Context: an optimization exercise on an open-source flow, tuned for small area, a short achievable clock period and few clock cycles per item. The choices shown serve that exercise and are no tape-out recipe.
RTL that was checked went through simulation tests only; none was proved equivalent to the original.
Power figures rest on the tool's default switching activity, not on a simulated workload.

==> flow/design.v <==
package hps_pkg;
  localparam int unsigned MAX_DISTANCE = 2560;
  localparam logic [7:0] PULSE_LEVEL = 8'd210;
  localparam logic [8:0] T_ON1_END   = 9'd45;
  localparam logic [8:0] T_OFF1_END  = 9'd165;
  localparam logic [8:0] T_ON2_END   = 9'd210;
  localparam logic [8:0] T_OFF2_END  = 9'd470;
  localparam logic [14:0] RESET_THRESHOLD = 15'd13;
  localparam logic [15:0] RESET_COOLDOWN  = 16'd500;
  localparam logic FUNC_TICK   = 1'b0;
  localparam logic FUNC_PACKET = 1'b1;
endpackage
module hps_cfg_regs (
  input  logic        clk_i,
  input  logic        rst_ni,
  input  logic        cfg_valid_i,
  output logic        cfg_ready_o,
  input  logic        cfg_index_i,
  input  logic [15:0] cfg_data_i,
  output logic [14:0] thr_o,
  output logic [15:0] cool_o
);
  assign cfg_ready_o = 1'b1;
  always_ff @(posedge clk_i or negedge rst_ni) begin
    if (!rst_ni) begin
      thr_o  <= hps_pkg::RESET_THRESHOLD;
      cool_o <= hps_pkg::RESET_COOLDOWN;
    end else if (cfg_valid_i) begin
      if (cfg_index_i) cool_o <= cfg_data_i;
      else             thr_o  <= cfg_data_i[14:0];
    end
  end
endmodule
module hps_step (
  input  logic [14:0] thr_i,
  input  logic [15:0] distance_i,
  output logic        near_o,     
  output logic        far_o,
  output logic        e_o,
  output logic [15:0] v_o
);
  logic [14:0] mag;
  logic        c;
  logic [15:0] m;
  assign mag = distance_i[14:0];
  always_comb begin
    c = 1'b0;
    for (int i = 0; i < 15; i++) c = (mag[i] & ~thr_i[i]) | ((mag[i] | ~thr_i[i]) & c);
  end
  assign near_o = !distance_i[15] && !c;
  assign far_o = distance_i[15] || (mag[14:12] != 3'd0) || (mag[11] && (mag[10] || mag[9]));
  assign e_o   = (mag[8:0] != 9'd0) && !far_o;
  assign m     = {4'd0, mag[11:0]};
  assign v_o   = (m << 4) + m;     
endmodule
module haptic_pattern_sequencer (
  input  logic               clk_i,
  input  logic               rst_ni,
  input  logic               cfg_valid_i,
  output logic               cfg_ready_o,
  input  logic [0:0]         cfg_index_i,
  input  logic [15:0]        cfg_data_i,
  input  logic               in_valid_i,
  output logic               in_stall_o,
  input  logic               func_i,
  input  logic signed [15:0] distance_i,
  output logic               out_valid_o,
  input  logic               out_stall_i,
  output logic [7:0]         motor_level_o,
  output logic               level_written_o,
  output logic               pattern_active_o,
  output logic               pattern_started_o
);
  logic [14:0] thr;
  logic [15:0] cool;
  hps_cfg_regs u_cfg (
    .clk_i       (clk_i),
    .rst_ni      (rst_ni),
    .cfg_valid_i (cfg_valid_i),
    .cfg_ready_o (cfg_ready_o),
    .cfg_index_i (cfg_index_i[0]),
    .cfg_data_i  (cfg_data_i),
    .thr_o       (thr),
    .cool_o      (cool)
  );
  logic ir_v, p_v, k_v, go_q, out_v;
  logic mv, bv, adv, fire, accept;
  assign mv         = !k_v;                      
  assign bv         = k_v || p_v;                
  assign adv        = !out_v || !out_stall_i;    
  assign fire       = adv && bv;
  assign in_stall_o = !go_q;      
  assign accept     = in_valid_i && !k_v;
  always_ff @(posedge clk_i or negedge rst_ni) begin
    if (!rst_ni) begin
      ir_v  <= 1'b0;
      p_v   <= 1'b0;
      k_v     <= 1'b0;
      go_q    <= 1'b1;
      out_v   <= 1'b0;
    end else begin
      if (mv) begin
        ir_v <= accept;
        p_v  <= ir_v;
      end
      k_v     <= bv && !adv;
      go_q    <= !(bv && !adv);
      if (adv) out_v <= bv;
    end
  end
  logic        d_near, d_far, d_e;
  logic [15:0] d_v;
  logic        ir_func, ir_near, ir_far, ir_e;
  logic [15:0] ir_v3;
  logic [16:0] z;
  logic        p_func, p_near, p_e, k_func, k_near, k_e;
  logic [7:0]  p_t, k_t;
  hps_step u_step (
    .thr_i      (thr),
    .distance_i (distance_i),
    .near_o     (d_near),
    .far_o      (d_far),
    .e_o        (d_e),
    .v_o        (d_v)
  );
  assign z = {ir_v3, 1'b0} + {1'b0, ir_v3};
  always_ff @(posedge clk_i) begin
    if (mv) begin
      ir_func <= func_i;
      ir_near <= d_near;
      ir_far  <= d_far;
      ir_e    <= d_e;
      ir_v3   <= d_v;
      p_func  <= ir_func;
      p_near  <= ir_near;
      p_t     <= z[16:9] | {8{ir_far}};
      p_e     <= ir_e;
      k_func  <= p_func;
      k_near  <= p_near;
      k_t     <= p_t;
      k_e     <= p_e;
    end
  end
  logic        b_func, b_near;
  logic [7:0]  b_t, b_guide;
  logic        b_e;
  logic [16:0] since_q, since_inc;
  logic        gt_q, gt_next;
  logic        active_q;
  logic [7:0]  level_q;
  logic        written_q, started_q;
  logic        tick, trans, start;
  logic [8:0]  t;
  assign b_func  = k_v ? k_func  : p_func;
  assign b_near  = k_v ? k_near  : p_near;
  assign b_t     = k_v ? k_t     : p_t;
  assign b_e     = k_v ? k_e     : p_e;
  assign b_guide = ~(b_t + {7'd0, b_e});
  assign tick      = (b_func == hps_pkg::FUNC_TICK);
  assign t         = since_q[8:0];
  always_comb begin
    logic c;
    for (int k = 0; k < 17; k += 4) begin
      c = &(since_q | ~((17'd1 << k) - 17'd1));
      for (int i = k; i < k + 4 && i < 17; i++) begin
        since_inc[i] = since_q[i] ^ c;
        c = c & since_q[i];
      end
    end
    if (since_q[16]) since_inc = since_q;
  end
  always_comb begin
    logic g;
    g = bv && tick;
    for (int i = 0; i < 16; i++) g = (since_q[i] & ~cool[i]) | ((since_q[i] | ~cool[i]) & g);
    gt_next = since_q[16] | g;
  end
  assign trans = tick && active_q &&
                 (t == hps_pkg::T_ON1_END - 9'd1 || t == hps_pkg::T_OFF1_END - 9'd1 ||
                  t == hps_pkg::T_ON2_END - 9'd1 || t == hps_pkg::T_OFF2_END - 9'd1);
  assign start = bv && !tick && b_near && !active_q && gt_q;
  always_ff @(posedge clk_i or negedge rst_ni) begin
    if (!rst_ni) begin
      since_q  <= '0;
      gt_q     <= 1'b0;
      active_q <= 1'b0;
      level_q  <= '0;
    end else begin
      if (adv) gt_q <= !start && gt_next;
      if (fire) begin
        since_q <= start ? 17'd0 : (tick ? since_inc : since_q);
        if (tick) begin
          if (trans) begin
            level_q  <= (t == hps_pkg::T_OFF1_END - 9'd1) ? hps_pkg::PULSE_LEVEL : 8'd0;
            active_q <= (t != hps_pkg::T_OFF2_END - 9'd1);
          end
        end else if (!active_q) begin
          level_q  <= start ? hps_pkg::PULSE_LEVEL : b_guide;
          active_q <= start;
        end
      end
    end
  end
  always_ff @(posedge clk_i) begin
    if (fire) begin
      written_q <= tick ? trans : !active_q;
      started_q <= start;
    end
  end
  assign out_valid_o       = out_v;
  assign motor_level_o     = level_q;
  assign level_written_o   = written_q;
  assign pattern_active_o  = active_q;
  assign pattern_started_o = started_q;
endmodule
Settings: LEC_CHECK=0, CAP_MARGIN=20, CORE_MARGIN=2, CORE_UTILIZATION=70, CTS_BUF_LIST=sky130_fd_sc_hd__clkbuf_4 sky130_fd_sc_hd__clkbuf_8, SETUP_SLACK_MARGIN=5, SLEW_MARGIN=20; clock period 9.5 ns.
standard.sh (not shown) runs the stock make flow with config.mk's settings and CLKGATE_MAP_FILE= SYNTH_SCRIPT=/design/flow/synth_recipe.tcl, a recipe that flattens the netlist after the stock synthesis.
==> flow/flow/run.sh <==
#!/bin/bash
# Standard layout, with the smallest buffer on each port, and a clock tree of larger sink
# clusters without dummy loads.
set -euo pipefail
bash standard.sh \
  "BUFFER_PORTS_ARGS=-buffer_cell sky130_fd_sc_hd__buf_1" \
  "CTS_ARGS=-sink_clustering_enable -repair_clock_nets -dont_use_dummy_load -buf_list {sky130_fd_sc_hd__clkbuf_4 sky130_fd_sc_hd__clkbuf_8} -sink_clustering_size 40 -sink_clustering_max_diameter 60" \
  finish > standard_flow.log 2>&1
Next try:
--- a/flow/design.v
+++ b/flow/design.v
@@ -34,25 +34,27 @@
 module hps_step (
   input  logic [14:0] thr_i,
   input  logic [15:0] distance_i,
   output logic        near_o,     
-  output logic        far_o,
-  output logic        e_o,
-  output logic [15:0] v_o
+  output logic [7:0]  t_o,
+  output logic        e_o
 );
   logic [14:0] mag;
+  logic        far;
   logic        c;
-  logic [15:0] m;
+  logic [17:0] m, v, z;
   assign mag = distance_i[14:0];
   always_comb begin
     c = 1'b0;
     for (int i = 0; i < 15; i++) c = (mag[i] & ~thr_i[i]) | ((mag[i] | ~thr_i[i]) & c);
   end
   assign near_o = !distance_i[15] && !c;
-  assign far_o = distance_i[15] || (mag[14:12] != 3'd0) || (mag[11] && (mag[10] || mag[9]));
-  assign e_o   = (mag[8:0] != 9'd0) && !far_o;
-  assign m     = {4'd0, mag[11:0]};
-  assign v_o   = (m << 4) + m;     
+  assign far = distance_i[15] || (mag[14:12] != 3'd0) || (mag[11] && (mag[10] || mag[9]));
+  assign m   = {6'd0, mag[11:0]};
+  assign v   = (m << 4) + m;       
+  assign z   = (v << 1) + v;       
+  assign t_o = z[16:9] | {8{far}};
+  assign e_o = (mag[8:0] != 9'd0) && !far;
 endmodule
 module haptic_pattern_sequencer (
   input  logic               clk_i,
   input  logic               rst_ni,
@@ -107,35 +109,29 @@
       go_q    <= !(bv && !adv);
       if (adv) out_v <= bv;
     end
   end
-  logic        d_near, d_far, d_e;
-  logic [15:0] d_v;
-  logic        ir_func, ir_near, ir_far, ir_e;
-  logic [15:0] ir_v3;
-  logic [16:0] z;
+  logic        ir_func;
+  logic [15:0] ir_dist;
+  logic        d_near, d_e;
+  logic [7:0]  d_t;
   logic        p_func, p_near, p_e, k_func, k_near, k_e;
   logic [7:0]  p_t, k_t;
   hps_step u_step (
     .thr_i      (thr),
-    .distance_i (distance_i),
+    .distance_i (ir_dist),
     .near_o     (d_near),
-    .far_o      (d_far),
-    .e_o        (d_e),
-    .v_o        (d_v)
+    .t_o        (d_t),
+    .e_o        (d_e)
   );
-  assign z = {ir_v3, 1'b0} + {1'b0, ir_v3};
   always_ff @(posedge clk_i) begin
     if (mv) begin
       ir_func <= func_i;
-      ir_near <= d_near;
-      ir_far  <= d_far;
-      ir_e    <= d_e;
-      ir_v3   <= d_v;
+      ir_dist <= distance_i;
       p_func  <= ir_func;
-      p_near  <= ir_near;
-      p_t     <= z[16:9] | {8{ir_far}};
-      p_e     <= ir_e;
+      p_near  <= d_near;
+      p_t     <= d_t;
+      p_e     <= d_e;
       k_func  <= p_func;
       k_near  <= p_near;
       k_t     <= p_t;
       k_e     <= p_e;
@@ -159,16 +155,13 @@
   assign tick      = (b_func == hps_pkg::FUNC_TICK);
   assign t         = since_q[8:0];
   always_comb begin
     logic c;
-    for (int k = 0; k < 17; k += 4) begin
-      c = &(since_q | ~((17'd1 << k) - 17'd1));
-      for (int i = k; i < k + 4 && i < 17; i++) begin
-        since_inc[i] = since_q[i] ^ c;
-        c = c & since_q[i];
-      end
-    end
-    if (since_q[16]) since_inc = since_q;
+    c = !since_q[16];
+    for (int i = 0; i < 17; i++) begin
+      since_inc[i] = since_q[i] ^ c;
+      c = c & since_q[i];
+    end
   end
   always_comb begin
     logic g;
     g = bv && tick;
Result:
- setup slack gains 0.43 ns
- wire length is higher by 5.8%
- sequential power is lower by about 0.9%
- via count is higher by 4.5%
- synthesized area is about the same
- non-clock buffer count is unchanged
Testbench counts after the change, summed over its fixed seeds: cycles 32,024, beats 32,000.
Function not checked in the first run of this note: the RTL went through the layout flow alone.

haptic_pattern_sequencer with an RTL version that a note above also has.
Size: about 640 cells after synthesis, roughly 100 flip-flops.
==> module haptic_pattern_sequencer, before the edit <==
module haptic_pattern_sequencer (
  input  logic               clk_i,
  input  logic               rst_ni,
  input  logic               cfg_valid_i,
  output logic               cfg_ready_o,
  input  logic [0:0]         cfg_index_i,
  input  logic [15:0]        cfg_data_i,
  input  logic               in_valid_i,
  output logic               in_stall_o,
  input  logic               func_i,
  input  logic signed [15:0] distance_i,
  output logic               out_valid_o,
  input  logic               out_stall_i,
  output logic [7:0]         motor_level_o,
  output logic               level_written_o,
  output logic               pattern_active_o,
  output logic               pattern_started_o
);
  logic [14:0] thr;
  logic [15:0] cool;
  hps_cfg_regs u_cfg (
    .clk_i       (clk_i),
    .rst_ni      (rst_ni),
    .cfg_valid_i (cfg_valid_i),
    .cfg_ready_o (cfg_ready_o),
    .cfg_index_i (cfg_index_i[0]),
    .cfg_data_i  (cfg_data_i),
    .thr_o       (thr),
    .cool_o      (cool)
  );
  logic ir_v, p_v, k_v, go_q, out_v;
  logic mv, bv, adv, fire, accept;
  assign mv         = !k_v;                      
  assign bv         = k_v || p_v;                
  assign adv        = !out_v || !out_stall_i;    
  assign fire       = adv && bv;
  assign in_stall_o = !go_q;      
  assign accept     = in_valid_i && !k_v;
  always_ff @(posedge clk_i or negedge rst_ni) begin
    if (!rst_ni) begin
      ir_v  <= 1'b0;
      p_v   <= 1'b0;
      k_v     <= 1'b0;
      go_q    <= 1'b1;
      out_v   <= 1'b0;
    end else begin
      if (mv) begin
        ir_v <= accept;
        p_v  <= ir_v;
      end
      k_v     <= bv && !adv;
      go_q    <= !(bv && !adv);
      if (adv) out_v <= bv;
    end
  end
  logic        ir_func;
  logic [15:0] ir_dist;
  logic        d_near, d_e;
  logic [7:0]  d_t;
  logic        p_func, p_near, p_e, k_func, k_near, k_e;
  logic [7:0]  p_t, k_t;
  hps_step u_step (
    .thr_i      (thr),
    .distance_i (ir_dist),
    .near_o     (d_near),
    .t_o        (d_t),
    .e_o        (d_e)
  );
  always_ff @(posedge clk_i) begin
    if (mv) begin
      ir_func <= func_i;
      ir_dist <= distance_i;
      p_func  <= ir_func;
      p_near  <= d_near;
      p_t     <= d_t;
      p_e     <= d_e;
      k_func  <= p_func;
      k_near  <= p_near;
      k_t     <= p_t;
      k_e     <= p_e;
    end
  end
  logic        b_func, b_near;
  logic [7:0]  b_t, b_guide;
  logic        b_e;
  logic [16:0] since_q, since_inc;
  logic        gt_q, gt_next;
  logic        active_q;
  logic [7:0]  level_q;
  logic        written_q, started_q;
  logic        tick, trans, start;
  logic [8:0]  t;
  assign b_func  = k_v ? k_func  : p_func;
  assign b_near  = k_v ? k_near  : p_near;
  assign b_t     = k_v ? k_t     : p_t;
  assign b_e     = k_v ? k_e     : p_e;
  assign b_guide = ~(b_t + {7'd0, b_e});
  assign tick      = (b_func == hps_pkg::FUNC_TICK);
  assign t         = since_q[8:0];
  always_comb begin
    logic c;
    c = !since_q[16];
    for (int i = 0; i < 17; i++) begin
      since_inc[i] = since_q[i] ^ c;
      c = c & since_q[i];
    end
  end
  always_comb begin
    logic g;
    g = bv && tick;
    for (int i = 0; i < 16; i++) g = (since_q[i] & ~cool[i]) | ((since_q[i] | ~cool[i]) & g);
    gt_next = since_q[16] | g;
  end
  assign trans = tick && active_q &&
                 (t == hps_pkg::T_ON1_END - 9'd1 || t == hps_pkg::T_OFF1_END - 9'd1 ||
                  t == hps_pkg::T_ON2_END - 9'd1 || t == hps_pkg::T_OFF2_END - 9'd1);
  assign start = bv && !tick && b_near && !active_q && gt_q;
  always_ff @(posedge clk_i or negedge rst_ni) begin
    if (!rst_ni) begin
      since_q  <= '0;
      gt_q     <= 1'b0;
      active_q <= 1'b0;
      level_q  <= '0;
    end else begin
      if (adv) gt_q <= !start && gt_next;
      if (fire) begin
        since_q <= start ? 17'd0 : (tick ? since_inc : since_q);
        if (tick) begin
          if (trans) begin
            level_q  <= (t == hps_pkg::T_OFF1_END - 9'd1) ? hps_pkg::PULSE_LEVEL : 8'd0;
            active_q <= (t != hps_pkg::T_OFF2_END - 9'd1);
          end
        end else if (!active_q) begin
          level_q  <= start ? hps_pkg::PULSE_LEVEL : b_guide;
          active_q <= start;
        end
      end
    end
  end
  always_ff @(posedge clk_i) begin
    if (fire) begin
      written_q <= tick ? trans : !active_q;
      started_q <= start;
    end
  end
  assign out_valid_o       = out_v;
  assign motor_level_o     = level_q;
  assign level_written_o   = written_q;
  assign pattern_active_o  = active_q;
  assign pattern_started_o = started_q;
endmodule
clock: 9.5 ns
lec_check: 0
abc_area: 1
cap_margin: 20
core_margin: 2
core_utilization: 70
setup_slack_margin: 5
slew_margin: 20
Scripts as last shown in full above: flow/flow/run.sh
Testbench counts at the start, summed over its fixed seeds: cycles 32,024, beats 32,000.
Edit:
--- a/flow/design.v
+++ b/flow/design.v
@@ -156,11 +156,14 @@
   assign t         = since_q[8:0];
   always_comb begin
     logic c;
-    c = !since_q[16];
-    for (int i = 0; i < 17; i++) begin
-      since_inc[i] = since_q[i] ^ c;
-      c = c & since_q[i];
-    end
+    for (int k = 0; k < 17; k += 4) begin
+      c = &(since_q | ~((17'd1 << k) - 17'd1));
+      for (int i = k; i < k + 4 && i < 17; i++) begin
+        since_inc[i] = since_q[i] ^ c;
+        c = c & since_q[i];
+      end
+    end
+    if (since_q[16]) since_inc = since_q;
   end
   always_comb begin
     logic g;
@@ -172,32 +175,44 @@
                  (t == hps_pkg::T_ON1_END - 9'd1 || t == hps_pkg::T_OFF1_END - 9'd1 ||
                   t == hps_pkg::T_ON2_END - 9'd1 || t == hps_pkg::T_OFF2_END - 9'd1);
   assign start = bv && !tick && b_near && !active_q && gt_q;
+  logic [16:0] since_n;
+  logic [7:0]  level_n;
+  logic        active_n, written_n;
+  always_comb begin
+    since_n   = since_q;
+    level_n   = level_q;
+    active_n  = active_q;
+    written_n = tick ? trans : !active_q;
+    if (bv) begin
+      if (tick) begin
+        since_n = since_inc;
+        if (trans) begin
+          level_n  = (t == hps_pkg::T_OFF1_END - 9'd1) ? hps_pkg::PULSE_LEVEL : 8'd0;
+          active_n = (t != hps_pkg::T_OFF2_END - 9'd1);
+        end
+      end else if (!active_q) begin
+        if (start) since_n = 17'd0;
+        level_n  = start ? hps_pkg::PULSE_LEVEL : b_guide;
+        active_n = start;
+      end
+    end
+  end
   always_ff @(posedge clk_i or negedge rst_ni) begin
     if (!rst_ni) begin
       since_q  <= '0;
-      gt_q     <= 1'b0;
       active_q <= 1'b0;
       level_q  <= '0;
-    end else begin
-      if (adv) gt_q <= !start && gt_next;
-      if (fire) begin
-        since_q <= start ? 17'd0 : (tick ? since_inc : since_q);
-        if (tick) begin
-          if (trans) begin
-            level_q  <= (t == hps_pkg::T_OFF1_END - 9'd1) ? hps_pkg::PULSE_LEVEL : 8'd0;
-            active_q <= (t != hps_pkg::T_OFF2_END - 9'd1);
-          end
-        end else if (!active_q) begin
-          level_q  <= start ? hps_pkg::PULSE_LEVEL : b_guide;
-          active_q <= start;
-        end
-      end
+    end else if (adv) begin
+      since_q  <= since_n;
+      active_q <= active_n;
+      level_q  <= level_n;
     end
   end
   always_ff @(posedge clk_i) begin
-    if (fire) begin
-      written_q <= tick ? trans : !active_q;
+    if (adv) begin
+      written_q <= written_n;
       started_q <= start;
+      gt_q      <= !start && gt_next;
     end
   end
   assign out_valid_o       = out_v;
Critical path depth is higher by 1.
Global-route usage climbs by 0.15 points.
Fmax is higher by about 4%.
Total power rises by about 4%.
Wire length climbs by about 2%.
Area after synthesis went up by 3.8%.
Non-clock buffer count stays the same.
Register-to-register slack gets better by 140 ps.
Sequential cell count is unchanged.
Sequential power increases by about 0.7%.
Final area came out higher by 3.2%.
Worst setup slack gains 140 ps.
Only the layout flow was run in the second run of this note; the RTL was not checked for function there.

re-timing with driven ports:
Ports are ideal in the flow. The routed layouts listed here were re-timed in OpenROAD. Step 1 assumes that a clkbuf_16 drives the clock port and a buf_2 every other input. Step 2 moves the port delays by t, midway between the first and last clock arrival at a register: inputs arrive t later, outputs are due t later. That takes back most of the time a late clock gives input paths. Three values: ideal, step 1, step 2; two values: the first two.
run	t, ns	setup WS [ns]	worst setup path at the end	clock arrival spread, ns
the first run of note 1	0.391	5.293 / 5.305 / 4.914	input to register	0.030 / 0.030
the second run of note 1	0.382	5.723 / 5.723 / 5.723	register to register	0.028 / 0.028
the first run of note 2	0.389	5.713 / 5.713 / 5.713	register to register	0.037 / 0.037
the second run of note 2	0.376	5.856 / 5.856 / 5.856	register to register	0.030 / 0.029
After both steps every run listed still meets setup and hold. For the first run of note 1, which loses most, drivers alone change the setup slack by +0.012 ns; drivers and shift together by -0.379 ns.
